What follows belongs to an exercise in optimizing a design on an open flow for small area, a short achievable clock period and few clock cycles per item; a production flow would make more cautious choices.
Function was checked by simulation only, so behaviour that the tests miss may differ from the original.
No activity file was given, so power comes from the tool's default toggle rates.

==> inputs of run F <==
// conditional_output_channel_controller
module conditional_output_channel_controller (
  input  wire logic                          clk,
  input  wire logic                          rst_n,
  input  wire logic                          in_valid,
  output logic                               in_ready,
  input  wire logic [cocc_pkg::OP_W-1:0]     in_op,
  input  wire logic [cocc_pkg::CH_W-1:0]     in_channel,
  input  wire logic [cocc_pkg::DATA_W-1:0]   in_now_ms,
  input  wire logic                          in_pin_level,
  input  wire logic [cocc_pkg::SAMPLE_W-1:0] in_analog_sample,
  input  wire logic [cocc_pkg::RULE_W-1:0]   in_cond_on,
  input  wire logic [cocc_pkg::RULE_W-1:0]   in_cond_off,
  input  wire logic [cocc_pkg::DATA_W-1:0]   in_value_on,
  input  wire logic [cocc_pkg::DATA_W-1:0]   in_value_off,
  input  wire logic                          in_initial_state,
  output logic                               out_valid,
  input  wire logic                          out_ready,
  output logic [cocc_pkg::CH_W-1:0]          out_channel_out,
  output logic                               out_active,
  output logic                               out_out_level,
  output logic                               out_cur_state,
  output logic [cocc_pkg::RULE_W-1:0]        out_rule_on,
  output logic [cocc_pkg::RULE_W-1:0]        out_rule_off,
  output logic [cocc_pkg::DATA_W-1:0]        out_target_on,
  output logic [cocc_pkg::DATA_W-1:0]        out_target_off,
  output logic [cocc_pkg::DATA_W-1:0]        out_progress
);
==> flow/config.mk <==
export PLATFORM = sky130hd
export DESIGN_NAME = conditional_output_channel_controller
export DESIGN_NICKNAME = conditional_output_channel_controller
export VERILOG_FILES = /design/flow/design.v
export SDC_FILE = /design/flow/constraint.sdc
export NUM_CORES = 4
export LEC_CHECK = 0
export CAP_MARGIN = 20
export CORE_MARGIN = 2
export CORE_UTILIZATION = 40
export SETUP_SLACK_MARGIN = 2.5
export SLEW_MARGIN = 20
==> flow/constraint.sdc <==
create_clock -name core_clock -period 9.0 [get_ports {clk}]
set_input_delay 1.8000 -clock core_clock [delete_from_list [all_inputs] [get_ports {clk}]]
set_output_delay 1.8000 -clock core_clock [all_outputs]
set_load 0.01 [all_outputs]
run.sh (not shown) runs the stock make flow with config.mk's settings and CLKGATE_MAP_FILE= SYNTH_SCRIPT=/design/flow/synth_recipe.tcl, a recipe that flattens the netlist after the stock synthesis.
==> run K (differences from run F) <==
--- a/flow/design.v
+++ b/flow/design.v
@@ -127,10 +127,26 @@
   localparam int RW  = cocc_pkg::RULE_W;
   localparam int LW  = cocc_pkg::LEFT_W;
   localparam int SW  = cocc_pkg::SAMPLE_W;
   localparam int CW  = cocc_pkg::CH_W;
   localparam logic [DW-1:0] SAT_MAX = '1;
+  function automatic logic [2*DW+1:0] csa33(input logic [DW:0] a, input logic [DW:0] b,
+                                            input logic [DW:0] c);
+    csa33 = {a ^ b ^ c, (a[DW-1:0] & b[DW-1:0]) | (a[DW-1:0] & c[DW-1:0]) | (b[DW-1:0] & c[DW-1:0]), 1'b0};
+  endfunction
+  function automatic logic uge(input logic [DW-1:0] a, input logic [DW-1:0] b);
+    logic [DW-1:0] g, e;
+    g = a & ~b;
+    e = ~(a ^ b);
+    for (int w = 1; w < DW; w = w * 2) begin
+      for (int i = 0; i + w < DW; i = i + 2 * w) begin
+        g[i] = g[i + w] | (e[i + w] & g[i]);
+        e[i] = e[i + w] & e[i];
+      end
+    end
+    uge = g[0] | e[0];
+  endfunction
   function automatic logic [2*DW-1:0] csa(input logic [DW-1:0] a, input logic [DW-1:0] b,
                                           input logic [DW-1:0] c, input logic ci);
     csa = {a ^ b ^ c,
            (a[DW-2:0] & b[DW-2:0]) | (a[DW-2:0] & c[DW-2:0]) | (b[DW-2:0] & c[DW-2:0]), ci};
   endfunction
@@ -174,16 +190,16 @@
   logic [LW-1:0] left_m [NCH];
   logic [NCH-1:0] sel_i;
   logic           in_range;
   logic          c_en, c_on, c_pin, c_lvl;
   logic [RW-1:0] c_ron, c_roff;
-  logic [DW-1:0] c_ton, c_toff, c_prog, c_last;
+  logic [DW-1:0] c_ton, c_toff, c_prog;
   logic [LW-1:0] c_left;
   assign in_range = (s_ch < CW'(NCH));
   always_comb begin
     c_en = 1'b0; c_on = 1'b0; c_pin = 1'b0; c_lvl = 1'b0;
-    c_ron = '0; c_roff = '0; c_ton = '0; c_toff = '0; c_prog = '0; c_last = '0; c_left = '0;
+    c_ron = '0; c_roff = '0; c_ton = '0; c_toff = '0; c_prog = '0; c_left = '0;
     for (int c = 0; c < NCH; c++) begin
       sel_i[c] = s_sel[c];
       c_en   |= sel_i[c] & en_m[c];
       c_on   |= sel_i[c] & on_m[c];
       c_pin  |= sel_i[c] & pin_m[c];
@@ -191,11 +207,10 @@
       c_ron  |= {RW{sel_i[c]}} & ron_m[c];
       c_roff |= {RW{sel_i[c]}} & roff_m[c];
       c_ton  |= {DW{sel_i[c]}} & ton_m[c];
       c_toff |= {DW{sel_i[c]}} & toff_m[c];
       c_prog |= {DW{sel_i[c]}} & prog_m[c];
-      c_last |= {DW{sel_i[c]}} & last_m[c];
       c_left |= {LW{sel_i[c]}} & left_m[c];
     end
   end
   logic          op_eval, op_set, op_toggle, op_kill;
   logic [RW-1:0] rule;
@@ -204,25 +219,24 @@
   assign op_set    = (s_op == 3'd1);
   assign op_toggle = (s_op == 3'd2);
   assign op_kill   = (s_op == 3'd3);
   assign rule      = c_on ? c_roff : c_ron;
   assign tgt       = c_on ? c_toff : c_ton;
-  logic          bw_on, bw_off;
-  logic [DW-1:0] dm_on, dm_off;
   logic          ge;
   logic [8:1]    dm_is;
-  assign {bw_on, dm_on}   = {1'b0, c_ton} - {1'b0, c_prog};
-  assign {bw_off, dm_off} = {1'b0, c_toff} - {1'b0, c_prog};
-  always_comb begin
-    if (c_on) begin
-      ge = bw_off || (dm_off == '0);
-      for (int k = 1; k <= 8; k++) dm_is[k] = (dm_off == DW'(k));
-    end else begin
-      ge = bw_on || (dm_on == '0);
-      for (int k = 1; k <= 8; k++) dm_is[k] = (dm_on == DW'(k));
-    end
-  end
+  logic [27:0]   t_hi, p_hi, pn_hi;
+  logic          eq0, eq1, dz_hi;
+  logic [4:0]    d4;
+  assign t_hi  = tgt[31:4];
+  assign p_hi  = c_prog[31:4];
+  assign pn_hi = ~p_hi;
+  assign eq0   = (t_hi == p_hi);
+  assign eq1   = ((t_hi ^ pn_hi) == {t_hi[26:0] | pn_hi[26:0], 1'b0});
+  assign d4    = {1'b0, tgt[3:0]} - {1'b0, c_prog[3:0]};
+  assign dz_hi = d4[4] ? eq1 : eq0;
+  assign ge    = uge(c_prog, tgt);
+  always_comb for (int k = 1; k <= 8; k++) dm_is[k] = dz_hi && (d4[3:0] == 4'(k));
   logic [DW-1:0] e_s_r;
   logic          e_big;
   logic [12:0]   e13;
   logic [8:1]    cmp;
   logic [3:0]    q;
@@ -242,33 +256,25 @@
       end
     end
   end
   assign r    = LW'(e13 - qk);
   assign fire = slow || cmp[1];
-  logic [22:0]   q1;
   logic [DW-1:0] e_next;
-  logic [DW:0]   step_sum;
-  logic [DW-1:0] step_prog;
   logic          timer_eval;
   logic [DW-1:0] ea, eb, ec;
-  logic [DW-1:0] q1_s, q1_c;
   logic [DW-1:0] t_s1, t_c1, t_s2, t_c2, t_s3, t_c3, t_s4, t_c4, t_s5, t_c5, t_s6, t_c6, t_s7, t_c7;
   assign ea = e_s_r >> 10;
   assign eb = e_s_r >> 16;
   assign ec = e_s_r >> 17;
-  assign {q1_s, q1_c} = csa(ea, eb, ec, 1'b0);
-  assign q1           = 23'(q1_s + q1_c);
   assign {t_s1, t_c1} = csa(DW'(e_s_r[9:0]), ea << 4, ea << 3, 1'b1);
   assign {t_s2, t_c2} = csa(~(eb << 10), eb << 4, eb << 3, 1'b1);
   assign {t_s3, t_c3} = csa(~(ec << 10), ec << 4, ec << 3, 1'b0);
   assign {t_s4, t_c4} = csa(t_s1, t_c1, t_s2, 1'b0);
   assign {t_s5, t_c5} = csa(t_c2, t_s3, t_c3, 1'b0);
   assign {t_s6, t_c6} = csa(t_s4, t_c4, t_s5, 1'b0);
   assign {t_s7, t_c7} = csa(t_c5, t_s6, t_c6, 1'b0);
   assign e_next       = DW'(22'(t_s7 + t_c7));
-  assign step_sum   = {1'b0, c_prog} + (DW+1)'(q1);
-  assign step_prog  = step_sum[DW] ? SAT_MAX : step_sum[DW-1:0];
   assign timer_eval = op_eval && in_range && c_en && (rule == cocc_pkg::RULE_TIMER);
   assign need_step  = timer_eval && e_big;
   logic          ev;
   logic [3:0]    inc;
   logic [DW:0]   inc_sum;
@@ -297,12 +303,19 @@
       cocc_pkg::RULE_TIMER:                         inc = q;
       cocc_pkg::RULE_PULSE, cocc_pkg::RULE_RISING:  inc = {3'b0, ev};
       default:                                      inc = 4'd0;
     endcase
   end
-  assign inc_sum  = {1'b0, c_prog} + (DW+1)'(inc);
-  assign inc_prog = inc_sum[DW] ? SAT_MAX : inc_sum[DW-1:0];
+  logic [DW:0]   ps1, pc1, ps2, pc2;
+  logic [DW:0]   step_sum;
+  logic [DW-1:0] step_prog;
+  assign inc_sum    = {1'b0, c_prog} + (DW+1)'(inc);
+  assign inc_prog   = inc_sum[DW] ? SAT_MAX : inc_sum[DW-1:0];
+  assign {ps1, pc1} = csa33({1'b0, c_prog}, (DW+1)'(ea), (DW+1)'(eb));
+  assign {ps2, pc2} = csa33(ps1, pc1, (DW+1)'(ec));
+  assign step_sum   = ps2 + pc2;
+  assign step_prog  = step_sum[DW] ? SAT_MAX : step_sum[DW-1:0];
   assign upd_t    = (rule == cocc_pkg::RULE_TIMER) && fire;
   always_comb begin
     prog1 = inc_prog;
     lvl1  = c_lvl;
     hit1  = ge;
@@ -352,26 +365,22 @@
         hit2  = toff0 || (c_toff >= DW'(s_smp));
       end
       default: ;
     endcase
   end
-  logic          n_en, n_on, n_pin, n_lvl;
-  logic [RW-1:0] n_ron, n_roff;
-  logic [DW-1:0] n_ton, n_toff, n_prog, n_last;
+  logic          n_on, n_pin, n_lvl;
+  logic [DW-1:0] n_prog;
   logic [LW-1:0] n_left;
+  logic          cfg_w, last_w, left_w;
   always_comb begin
-    n_en = c_en; n_on = c_on; n_pin = c_pin; n_lvl = c_lvl;
-    n_ron = c_ron; n_roff = c_roff; n_ton = c_ton; n_toff = c_toff;
-    n_prog = c_prog; n_last = c_last; n_left = c_left;
+    n_on = c_on; n_pin = c_pin; n_lvl = c_lvl; n_prog = c_prog;
     if (need_step) begin
       n_prog = step_prog;
     end else if (op_eval) begin
       if (c_en) begin
         n_pin = c_on;
         if (hit1) begin
-          n_last = s_now;
-          n_left = '0;
           if (!c_on && !hit2) begin
             n_on   = 1'b1;
             n_prog = prog2;
             n_lvl  = lvl2;
           end else begin
@@ -380,54 +389,38 @@
             n_lvl  = 1'b0;
           end
         end else begin
           n_prog = prog1;
           n_lvl  = lvl1;
-          if (upd_t) begin
-            n_last = s_now;
-            n_left = r;
-          end
         end
       end
     end else if (op_set) begin
-      n_en   = 1'b1;
-      n_ron  = s_con;
-      n_roff = s_coff;
-      n_ton  = s_von;
-      n_toff = s_voff;
       n_on   = s_init;
       n_prog = '0;
-      n_last = s_now;
-      n_left = '0;
       n_lvl  = 1'b0;
     end else if (op_toggle) begin
       n_on   = !c_on;
       n_prog = '0;
       n_lvl  = 1'b0;
-      n_last = s_now;
     end else if (op_kill) begin
-      n_en   = 1'b0;
-      n_ron  = '0;
-      n_roff = '0;
-      n_ton  = '0;
-      n_toff = '0;
       n_pin  = 1'b0;
       n_on   = 1'b0;
       n_prog = '0;
-      n_last = s_now;
-      n_left = '0;
       n_lvl  = 1'b0;
     end
   end
+  assign cfg_w  = op_set || op_kill;
+  assign last_w = !need_step && chg_t;
+  assign left_w = !need_step && (op_set || op_kill || (op_eval && c_en && (hit1 || upd_t)));
+  assign n_left = (op_eval && !hit1) ? r : '0;
   logic [NCH-1:0] sel_n;
   logic [DW-1:0]  p_last;
   logic [LW-1:0]  p_left;
   logic [DW-1:0]  e_pre;
   logic [DW-1:0]  d_now;
   logic [DW-1:0]  e_fwd;
-  logic [DW-1:0]  e_fwd_r;
-  logic [DW-1:0]  e_fwd_l;
+  logic [DW-1:0]  e_fwd_a;
   logic           same_ch;
   logic           chg_t;
   logic           keep_left;
   always_comb begin
     p_last = '0;
@@ -443,13 +436,12 @@
   assign e_pre   = pre_s + pre_c;
   assign d_now   = in_now_ms - s_now;
   assign keep_left = op_toggle;
   assign chg_t     = op_set || op_kill || op_toggle || (op_eval && c_en && (hit1 || upd_t));
   assign same_ch = done && in_range && (in_channel == s_ch);
-  assign e_fwd_r = d_now + DW'(r);
-  assign e_fwd_l = d_now + DW'(c_left);
-  assign e_fwd   = keep_left ? e_fwd_l : (op_eval && c_en && upd_t && !hit1) ? e_fwd_r : d_now;
+  assign e_fwd_a = d_now + DW'(keep_left ? c_left : r);
+  assign e_fwd   = (keep_left || (op_eval && c_en && upd_t && !hit1)) ? e_fwd_a : d_now;
   always_ff @(posedge clk) begin
     if (load)    e_s_r <= (same_ch && chg_t) ? e_fwd : e_pre;
     else if (go) e_s_r <= e_next;
   end
   assign wr = go && in_range;
@@ -461,34 +453,40 @@
     end
   end
   always_ff @(posedge clk) begin
     for (int c = 0; c < NCH; c++) begin
       if (wr && s_ch == CW'(c)) begin
-        en_m[c]   <= n_en;
         on_m[c]   <= n_on;
         pin_m[c]  <= n_pin;
         lvl_m[c]  <= n_lvl;
-        ron_m[c]  <= n_ron;
-        roff_m[c] <= n_roff;
-        ton_m[c]  <= n_ton;
-        toff_m[c] <= n_toff;
         prog_m[c] <= n_prog;
-        last_m[c] <= n_last;
-        left_m[c] <= n_left;
       end
+      if (wr && s_ch == CW'(c) && (cfg_w || !vld_m[c])) begin
+        en_m[c]   <= op_set;
+        ron_m[c]  <= op_set ? s_con  : '0;
+        roff_m[c] <= op_set ? s_coff : '0;
+        ton_m[c]  <= op_set ? s_von  : '0;
+        toff_m[c] <= op_set ? s_voff : '0;
+      end
+      if (wr && s_ch == CW'(c) && last_w) last_m[c] <= s_now;
+      if (wr && s_ch == CW'(c) && left_w) left_m[c] <= n_left;
     end
   end
   logic [CW-1:0]  ch_o_r;
   logic [NCH-1:0] sel_o;
+  logic [NCH-1:0] sel_o_r;
   always_ff @(posedge clk) begin
-    if (done) ch_o_r <= s_ch;
+    if (done) begin
+      ch_o_r <= s_ch;
+      for (int c = 0; c < NCH; c++) sel_o_r[c] <= (s_ch == CW'(c));
+    end
   end
   always_comb begin
     out_active = 1'b0; out_out_level = 1'b0; out_cur_state = 1'b0;
     out_rule_on = '0; out_rule_off = '0; out_target_on = '0; out_target_off = '0; out_progress = '0;
     for (int c = 0; c < NCH; c++) begin
-      sel_o[c] = (ch_o_r == CW'(c)) && vld_m[c];
+      sel_o[c] = sel_o_r[c];
       out_active     |= sel_o[c] & en_m[c];
       out_out_level  |= sel_o[c] & pin_m[c];
       out_cur_state  |= sel_o[c] & on_m[c];
       out_rule_on    |= {RW{sel_o[c]}} & ron_m[c];
       out_rule_off   |= {RW{sel_o[c]}} & roff_m[c];
CORE_UTILIZATION = 60   (was 40)
CTS_BUF_LIST = sky130_fd_sc_hd__clkbuf_8 sky130_fd_sc_hd__clkbuf_4   (was unset)
CTS_CLUSTER_DIAMETER = 80   (was unset)
CTS_CLUSTER_SIZE = 12   (was unset)
SETUP_SLACK_MARGIN = 3.3   (was 2.5)
==> notes.md <==
Outcome: run F complete, no violations; run K complete, no violations
Power in combinational cells: run F 15.8 mW; run K 15.0 mW
IR Drop Worst-Case VDD: run F 1.04 mV; run K 1.15 mV
Clock tree root buffer cell: run F sky130_fd_sc_hd__clkbuf_16; run K sky130_fd_sc_hd__clkbuf_8
Fraction of synthesized cell area in xor and xnor cells: run F 3.26%; run K 2.72%
GR met3 Demand/Resource: run F 4.65%; run K 7.99%
Cell count after synthesis: run F 5673; run K 4930
Sequential element share of the synthesized area: run F 50.1%; run K 53.8%
Worst-case setup margin in the final layout: run F 2420 ps; run K 3020 ps
Layout non-clock buf frac: run F 6.70%; run K 8.92%
Number of antenna violations at the first check in global routing: run F 3; run K 6
Area fraction in and, or, nand and nor cells after synthesis: run F 10.5%; run K 9.55%
Average vias per placed instance: run F 6.43; run K 6.91
Worst Max-Slew Pin Slew: run F 1140 ps; run K 1050 ps
Leakage: run F 26.6 nW; run K 25.1 nW
Share of cell area taken by flip-flops and latches: run F 42.4%; run K 45.6%
Share of the synthesized area in the top cell type: run F 49.9%; run K 53.5%
Clock group share of total power: run F 17.2%; run K 11.6%
Slew margin rel.: run F 23.7%; run K 29.8%
Flip-flop and latch count: run F 1058; run K 1064
Post-Route Skew: run F 54.0 ps; run K 69.5 ps
Switching pwr: run F 11.2 mW; run K 10.3 mW
Total CTS buffers: run F 114; run K 100
Testbench counts of run F, summed over its fixed seeds: cycles 8,287, items 8,037.
Testbench counts of run K, summed over its fixed seeds: cycles 8,287, items 8,037.

[afterwards: timing with drivers on the ports]
How much do the figures lean on ideal ports? The routed layouts below were timed once more, with nothing changed but the port constraints. Step 1: set_driving_cell puts a clkbuf_16 on clk and a buf_2 on each other input, an assumption about the parent block. Step 2 times the ports against the registers' clock, not the clock port: input delays grow and output delays shrink by t, the midpoint of the rising clock arrivals with the driver on. a / b / c = no drivers / after step 1 / after step 2; a / b = the first two.
run | t (ns) | setup slack, ns | hold WS [ns]
run F | 0.831 | 2.422 / 2.422 / 1.865 | 0.552 / 0.552 / 0.552
run K | 0.891 | 3.015 / 3.015 / 2.544 | 0.582 / 0.582 / 0.582
After both steps every run listed still meets setup and hold. The setup slack of run F, which loses most, moves by 0.000 ns with the drivers and by -0.557 ns with both steps.
